This design comes from an exercise in tuning for small area, a short achievable clock period and few clock cycles on the open sky130 flow, not from production work. For this run, only the layout was checked, not whether the RTL still works. Power and IR drop assume default switching activity.

===== flow/flow/run.sh =====
#!/bin/bash
# The standard layout (standard.sh: the standard flow's own synthesis and ORFS flow), with its timing
# repair aiming for setup slack of SETUP_SLACK_MARGIN ns beyond the clock period, so that
# the achieved period comes out well below it. The make output goes to flow_make.log.
set -euo pipefail
export SETUP_SLACK_MARGIN=${MARGIN:-7.6}
bash standard.sh > flow_make.log 2>&1

===== flow/standard.sh =====
#!/bin/bash
# synth_recipe.tcl (not shown) runs the flow's synth.tcl, then flattens the netlist and writes it again
# the make line also repeats each setting of config.mk as NAME=value (left out here)
make -C /OpenROAD-flow-scripts/flow DESIGN_CONFIG=/design/flow/config.mk WORK_HOME=/design/flow/orfs CLKGATE_MAP_FILE= SYNTH_SCRIPT=/design/flow/synth_recipe.tcl "${@:-finish}"

===== flow/config.mk =====
export PLATFORM = sky130hd
export DESIGN_NAME = uint_to_decimal_ascii_core
export DESIGN_NICKNAME = uint_to_decimal_ascii_core
export VERILOG_FILES = /design/flow/design.v
export SDC_FILE = /design/flow/constraint.sdc
export NUM_CORES = 4
export LEC_CHECK = 0
export ABC_AREA = 1
export CAP_MARGIN = 20
export CORE_MARGIN = 2
export CORE_UTILIZATION = 40
export PLACE_DENSITY = 0.6
export SLEW_MARGIN = 20

===== flow/constraint.sdc =====
create_clock -name core_clock -period 11.0 [get_ports {i_clk}]
set_input_delay 2.2000 -clock core_clock [delete_from_list [all_inputs] [get_ports {i_clk}]]
set_output_delay 2.2000 -clock core_clock [all_outputs]
set_load 0.01 [all_outputs]

===== flow/design.v =====
module uint_to_decimal_ascii_core #(
    parameter int TAIL = 4
) (
    input  logic         i_clk,
    input  logic         i_rst_n,
    input  logic         in_valid,
    output logic         in_ready,
    input  logic [31:0]  in_value,
    output logic         out_valid,
    input  logic         out_ready,
    output logic [5:0]   out_char,
    output logic         out_last
);
    function automatic logic [3:0] add3(input logic [3:0] d);
        add3[3] = d[3] | (d[2] & (d[1] | d[0]));
        add3[2] = (d[2] & !d[1] & !d[0]) | (d[3] & d[0]);
        add3[1] = (!d[2] & d[1]) | (d[2] & d[1] & d[0]) | (d[3] & !d[0]);
        add3[0] = (!d[3] & !d[2] & d[0]) | (d[2] & d[1] & !d[0]) | (d[3] & !d[0]);
    endfunction
    function automatic logic [38:0] dd4(input logic [38:0] bcd, input logic [3:0] nib);
        logic [38:0] b;
        b = bcd;
        for (int s = 3; s >= 0; s--) begin
            for (int j = 0; j < 9; j++) b[4*j +: 4] = add3(b[4*j +: 4]);
            b = {b[37:0], nib[s]};
        end
        dd4 = b;
    endfunction
    function automatic logic [3:0] lead_digit(input logic [39:0] bcd);
        logic [3:0] k;
        k = '0;
        for (int j = 1; j < 10; j++) begin
            if (bcd[4*j +: 4] != 4'd0) k = 4'(j);
        end
        lead_digit = k;
    endfunction
    logic [31:0] r_b;         
    logic [2:0]  r_fidx;      
    logic        r_bvalid;    
    logic        r_bfirst;    
    logic        r_in_ready;
    logic [2:0] top;
    always_comb begin
        top = '0;
        for (int k = 2; k < 8; k++) begin
            if (in_value[4*k +: 4] != 4'd0) top = 3'(k - 1);
        end
    end
    logic [3:0]  r_nib;       
    logic [4:0]  r_nhb;       
    logic        r_nv, r_nfirst, r_nlast;
    logic [38:0] r_cb;
    logic        r_cb_done;
    logic [38:0] r_ob;
    logic [3:0]  r_ob_ptr;
    logic        r_ob_full;
    logic [4*TAIL-1:0] r_tb;
    logic [1:0]  r_tb_ptr;
    logic        r_tb_full;
    logic        r_ovalid, r_olast, r_svalid, r_slast;
    logic [3:0]  r_odig, r_sdig;
    logic push, push_ob, push_tb, ob_rel, tb_load, dlast, ob_free, cb_move, stall, step, fetch, take, o_free;
    logic [3:0]  dig;
    logic [3:0]  f_nib, f_nhi;
    logic [3:0]  ob_dig;
    logic [39:0] ob_x;
    logic [35:0] b_up;    
    assign push    = (r_ob_full || r_tb_full) && !r_svalid;
    assign push_tb = push && r_tb_full;
    assign push_ob = push && !r_tb_full;
    assign ob_rel  = r_ob_full && !r_tb_full && (r_ob_ptr < 4'(TAIL));
    assign tb_load = ob_rel && !(push_ob && r_ob_ptr == 4'd0);
    assign ob_free = !r_ob_full || ob_rel;
    assign cb_move = r_cb_done && ob_free;
    assign stall   = r_nv && r_nfirst && r_cb_done && !cb_move;
    assign step    = r_nv && !stall;
    assign fetch   = r_bvalid && !stall;
    assign take    = in_valid && r_in_ready;
    assign b_up  = {8'd0, r_b[31:4]};
    assign f_nib = r_b[4*r_fidx +: 4];
    assign f_nhi = b_up[4*r_fidx +: 4];
    assign ob_x  = {1'b0, r_ob};
    assign ob_dig = ob_x[4*r_ob_ptr +: 4];
    assign dig    = r_tb_full ? r_tb[4*r_tb_ptr +: 4] : ob_dig;
    assign dlast  = r_tb_full ? (r_tb_ptr == 2'd0) : (r_ob_ptr == 4'd0);
    logic n_bvalid, n_bfirst, n_nv, n_nfirst, n_cb_done, n_ob_full, n_stall;
    logic [2:0] n_fidx;
    always_comb begin
        n_bvalid = r_bvalid;
        n_bfirst = r_bfirst;
        n_fidx   = r_fidx;
        n_nv     = fetch || (r_nv && stall);
        n_nfirst = fetch ? r_bfirst : r_nfirst;
        if (fetch) begin
            n_bfirst = 1'b0;
            n_fidx   = r_fidx - 3'd1;
            if (r_fidx == 3'd0) n_bvalid = 1'b0;
        end
        if (take) begin
            n_bvalid = 1'b1;
            n_bfirst = 1'b1;
            n_fidx   = top;
        end
        n_cb_done = (r_cb_done && !cb_move) || (step && r_nlast);
        n_ob_full = (r_ob_full && !ob_rel) || cb_move;
        n_stall   = n_nv && n_nfirst && n_cb_done && n_ob_full;
    end
    assign o_free = !r_ovalid || out_ready;
    always_ff @(posedge i_clk) begin
        if (!i_rst_n) begin
            r_bvalid   <= 1'b0;
            r_nv       <= 1'b0;
            r_in_ready <= 1'b0;
            r_cb_done  <= 1'b0;
            r_ob_full  <= 1'b0;
            r_tb_full  <= 1'b0;
            r_ovalid   <= 1'b0;
            r_svalid   <= 1'b0;
        end else begin
            r_bvalid   <= n_bvalid;
            r_nv       <= n_nv;
            r_in_ready <= !n_bvalid || (n_fidx == 3'd0 && !n_stall);
            r_cb_done  <= n_cb_done;
            r_ob_full  <= n_ob_full;
            if (tb_load) begin
                r_tb_full <= 1'b1;
            end else if (push_tb && r_tb_ptr == 2'd0) begin
                r_tb_full <= 1'b0;
            end
            if (o_free) begin
                r_ovalid <= r_svalid || push;
                r_svalid <= 1'b0;
            end else if (push) begin
                r_svalid <= 1'b1;
            end
        end
    end
    always_ff @(posedge i_clk) begin
        if (take) begin
            r_b <= in_value;
        end
        r_fidx   <= n_fidx;
        r_bfirst <= n_bfirst;
        r_nfirst <= n_nfirst;
        if (fetch) begin
            r_nib   <= f_nib;
            r_nhb   <= {(f_nhi >= 4'd10), f_nhi - ((f_nhi >= 4'd10) ? 4'd10 : 4'd0)};
            r_nlast <= (r_fidx == 3'd0);
        end
        if (step) begin
            r_cb <= dd4(r_nfirst ? {34'd0, r_nhb} : r_cb, r_nib);
        end
        if (cb_move) begin
            r_ob     <= r_cb;
            r_ob_ptr <= lead_digit({1'b0, r_cb});
        end else if (push_ob) begin
            r_ob_ptr <= r_ob_ptr - 4'd1;
        end
        if (tb_load) begin
            r_tb     <= r_ob[4*TAIL-1:0];
            r_tb_ptr <= 2'(push_ob ? r_ob_ptr - 4'd1 : r_ob_ptr);
        end else if (push_tb) begin
            r_tb_ptr <= r_tb_ptr - 2'd1;
        end
        if (o_free) begin
            r_odig  <= r_svalid ? r_sdig : dig;
            r_olast <= r_svalid ? r_slast : dlast;
        end else if (push) begin
            r_sdig  <= dig;
            r_slast <= dlast;
        end
    end
    assign in_ready  = r_in_ready;
    assign out_valid = r_ovalid;
    assign out_char  = {2'b11, r_odig};
    assign out_last  = r_olast;
endmodule

==> run notes <==
[worst max-delay path by stage]
stage,from,endpoint,cells after the start
floorplan,in_valid,r_b[0]$_DFFE_PP_,2
global placement,in_valid,r_in_ready$_SDFF_PN0_,6
detailed placement,in_value[13],r_in_ready$_SDFF_PN0_,12
CTS,in_value[13],r_in_ready$_SDFF_PN0_,12
global route,in_value[17],r_in_ready$_SDFF_PN0_,10
finish,in_value[17],r_in_ready$_SDFF_PN0_,10
[cell usage in the layout (no fill, tap or decap), types with 8 or more instances in the layout]
master and n:
sky130_fd_sc_hd__nand2_1 342, sky130_fd_sc_hd__edfxtp_1 150, sky130_fd_sc_hd__nor2_1 144, sky130_fd_sc_hd__inv_1 142, sky130_fd_sc_hd__nand3_1 111, sky130_fd_sc_hd__o21ai_0 75, sky130_fd_sc_hd__a21oi_1 43, sky130_fd_sc_hd__clkdlybuf4s50_1 35
sky130_fd_sc_hd__o21ai_1 18, sky130_fd_sc_hd__o22ai_1 17, sky130_fd_sc_hd__clkbuf_16 17, sky130_fd_sc_hd__nor2_2 16, sky130_fd_sc_hd__nand2_2 15, sky130_fd_sc_hd__nand4_1 15, sky130_fd_sc_hd__dfxtp_1 15, sky130_fd_sc_hd__inv_2 14
sky130_fd_sc_hd__nor3_1 11, sky130_fd_sc_hd__a31oi_1 10, sky130_fd_sc_hd__a21oi_2 10, sky130_fd_sc_hd__o21ai_2 8
[synth_stat cells, types with 2 or more instances]
library cell               number  area share, %
sky130_fd_sc_hd__o21ai_1       18           0.93
sky130_fd_sc_hd__a21oi_2       10           0.90
sky130_fd_sc_hd__or2_2          2           0.13
sky130_fd_sc_hd__o21bai_1       2           0.15
sky130_fd_sc_hd__nor4_1         2           0.13
sky130_fd_sc_hd__xor2_1         3           0.27
sky130_fd_sc_hd__nand3_2        7           0.72
sky130_fd_sc_hd__clkbuf_1      15           0.58
sky130_fd_sc_hd__inv_1        144            5.6
sky130_fd_sc_hd__nand2_1      342             13
sky130_fd_sc_hd__o21ai_0       75            3.9
sky130_fd_sc_hd__nand2_2       15           0.97
sky130_fd_sc_hd__ha_1           6           0.77
sky130_fd_sc_hd__a31oi_1       10           0.64
sky130_fd_sc_hd__buf_6          4           0.46
sky130_fd_sc_hd__nand3_1      111            5.7
sky130_fd_sc_hd__nor2_4         3           0.35
sky130_fd_sc_hd__o211ai_1       5           0.39
sky130_fd_sc_hd__dfxtp_1       15            3.1
sky130_fd_sc_hd__a21oi_4        5           0.84
sky130_fd_sc_hd__nand3b_1       2           0.15
sky130_fd_sc_hd__nor2_2        16            1.0
sky130_fd_sc_hd__buf_4          3           0.23
sky130_fd_sc_hd__nor3_1        11           0.57
sky130_fd_sc_hd__inv_2         14           0.54
sky130_fd_sc_hd__nor2_1       145            5.6
sky130_fd_sc_hd__edfxtp_1     150             46
sky130_fd_sc_hd__a21oi_1       43            2.2
sky130_fd_sc_hd__o21ai_2        8           0.72
sky130_fd_sc_hd__nand4_1       15           0.97
sky130_fd_sc_hd__o22ai_1       17            1.1
[power groups by stage]
stage                     Combinational (mW)  Sequential, mW  Clock (mW)
after floorplan                        0.951           0.842           0
after global placement                  1.15           0.879           0
after detailed placement                1.17           0.880           0
after CTS                               1.17           0.867       0.553
after global routing                    1.36           0.879       0.579
final                                   1.17           0.869       0.542
[critical path, stage by stage]
cell	delay, ps
sky130_fd_sc_hd__clkdlybuf4s50_1	460
sky130_fd_sc_hd__nor4_4	310
sky130_fd_sc_hd__nand2_1	110
sky130_fd_sc_hd__nand2_1	80
sky130_fd_sc_hd__nand2_1	70
sky130_fd_sc_hd__nand2_1	70
sky130_fd_sc_hd__nand2_1	60
sky130_fd_sc_hd__nor2_1	80
sky130_fd_sc_hd__nand3_1	80
sky130_fd_sc_hd__a21oi_1	130
[state kept, by name, indices dropped and copies added, names as in the netlist, 3 cells and up]
name	cells
r_odig	4
r_nhb	5
r_fidx	3
r_ob	39
r_nib	4
r_ob_ptr	4
r_tb	16
r_cb	39
r_b	32
r_sdig	4
[cell families after synthesis]
logic type               after synthesis
AO/OA/AOI/OAI                        198
buffers and inverters                184
XOR/XNOR                               4
adder cells (fa/ha/maj)                6
flip-flops                           165
AND/OR/NAND/NOR                      672
other                                  1
[area by class of cell]
cell class	instances	area [um2]	area share (%)
clock buffers	18	429.2	3.898
flip-flops and latches	165	4805	43.64
repair inverters	1	5.005	0.04546
repair buffers	45	434.2	3.944
multi-input cells	882	4218	38.31
well taps	324	405.4	3.682
inverters	160	609.3	5.535
clock inverters	14	103.9	0.9433
[repair_timing]
item | 4_1_cts | 5_1_grt
endpoints found under the hold margin | 0 | 0
endpoints found under the setup margin | 7 | 7
resized for setup | 7 | 7
cloned | 0 | 1
[layer usage]
metal	vias to the layer above	GRT usage (%)	share of wire, %
met1	3653	25.21	51
met3	21	2.935	4.0
li1	4194	-	-
met4	0	4.300	1.3
met2	152	27.45	44
met5	-	0	0
[through the flow]
step | utilization (%) | hold WS, ps | area, um2 | power, mW | worst slack, ps
global placement | 43.34 | 412.7 | 10450 | 2.027 | 6860
global route | 45.67 | 432.2 | 11010 | 2.818 | 7607
detailed placement | 43.34 | 421.1 | 10450 | 2.054 | 7191
floorplan | - | 400.3 | 9727 | 1.793 | 7639
finish | 45.67 | 420.7 | 11010 | 2.580 | 7723
CTS | 45.52 | 425.4 | 10970 | 2.594 | 7648
==> metrics.cfg <==
[critical_path]
reg2reg_setup_slack_ps=7860
timing.critical_path.required_ps=11360
start_to_end_type_of_the_worst_setup_path=in2reg
critPathArrivalTime_ps=3640
critical_path.startpoint_type=input pin
r2r-end=r_nhb[3]$_DFFE_PP_
worstSetupEndpointType=flop
crit_fanout=2
worst_r2r_startpoint=r_fidx[0]$_DFF_P_
timing.reg2reg.worst_path_depth=9

[yosys]
synth_area_um2=9721
dominantRegCellSynth=sky130_fd_sc_hd__edfxtp_1
yosysWarnings=1
synth_sequential_area_ratio_pct=49.43
yosys_register_bits=165
synth_top_family_by_area=simple AND/OR/NAND/NOR gates
postSynthAreaPerCell_um2=7.903
synth-adder-area-share_pct=0.7723
synthArstFlopShare_pct=0
synth_cells=1230
synth_xor_xnor_area_share_pct=0.3604
number_of_distinct_library_cells_after_synthesis=43
muxShareOfSynthArea_pct=0
synth_compound_gate_area_share_pct=12.23
synth_simple_gate_area_share_pct=29.60
synth_enable_flop_cells=150

[drt]
route.detailed.wl_per_inst_um=13.30
postRouteAntennaNets=0
totalWireLength_um=21400
drt-initial-drc-count=676
drc=0
post_drt_via_cell_ratio=4.984
routed-via-count=8020
firstDrtPassIters=5

[power_and_ir_drop]
total_internal_power_mw=1.472
power_density_nw_per_um2=234.4
power.net_switching_mw=1.108
combinationalPowerShare_pct=45.3
sequentialPowerShare_pct=33.7
leakage_nw=4.706
vdd_drop_max_uv=118.5
p_sw_share_pct=42.95
power_frac_clock_pct=21.0

[floorplan]
die_y_um=159.9
std_cell_rows=57
floorplan.die.width_um=159.9
die_area_um2=25560
ios=45
initial_utilization_pct=40.32
core-area_um2=24110

[sta]
layout_worst_path_cycle_share_pct=29.79
rsz_0062_raised_after_global_routing=false
setup-violations-final=0
worst_slew_pin_slew_ps=984.0
period_minus_slack_ps=3277
maxSlewHeadroom_pct=34.31
finalHoldViolations=0
clock-skew-final_ps=9.176
final-max-slew-violation-count=0
finalSetupTns_ps=0
maxClockFrequency_mhz=305.1

[final_layout]
finalNonFillerCells=1609
insertedDiodeCount=0
fill_cells=2396
nets=1314
synthToLayoutAreaGrowth_pct=13.26
proportion_of_layout_cells_with_a_drive_suffix_above_1_pct=9.494

[clock_tree]
postCtsSetupRepairBufs=0
insertion_delay_ps=430
cts_tree=done
clock_transition_at_path_regs_ps=70
clk_root_buffer_cell=sky130_fd_sc_hd__clkbuf_16
htree_num_levels=4
cts.path.max_buffers=2
cts_made_buffers=17
cts.sink_count=165
hold_buffers=0

[grt]
groute.usage.overall_pct=17.45
antenna_found_initial=0
global_route.overflow_total=0
first_global_vias=7490
grt_start_max_net_pins=46
grt_pass1_wl_um=36430

[placement]
finalWeightedCongestion=0.8157
place.detailed.hpwl_um=15890
placed_cells_incl_taps=1576
placement.io_buffers=42

[hold_path]
timing.hold.worst_path_depth=0
holdCritPathClass=reg2reg
timing.hold.worst.start=r_nib[0]$_DFFE_PP_
whs_endpoint=r_cb[0]$_DFFE_PP_

[flow_run]
max-cap-violations=0

[outcome]
outcome=no timing/DRC/antenna violations

==> port drivers added, routing unchanged <==
In the flow no input, the clock included, has a driving cell. The finished layout below was timed again as built, in two steps. Step 1: set_driving_cell puts a clkbuf_16 on i_clk and a buf_2 on each other input, an assumption about the parent block. Step 2 also shifts input and output timing later by t, the mid clock arrival at the registers, as if the neighbouring blocks saw the same clock. Slacks: ideal / step 1 / step 2; pairs: ideal / step 1.
shift t [ns]: 0.468
setup WS [ns]: 7.723 / 7.685 / 7.278
hold WS [ns]: 0.421 / 0.421 / 0.421
cell pins on the clock port's net: 1
After both steps this run still meets setup and hold. For this run, drivers alone change the setup slack by -0.038 ns; drivers and shift together by -0.445 ns.
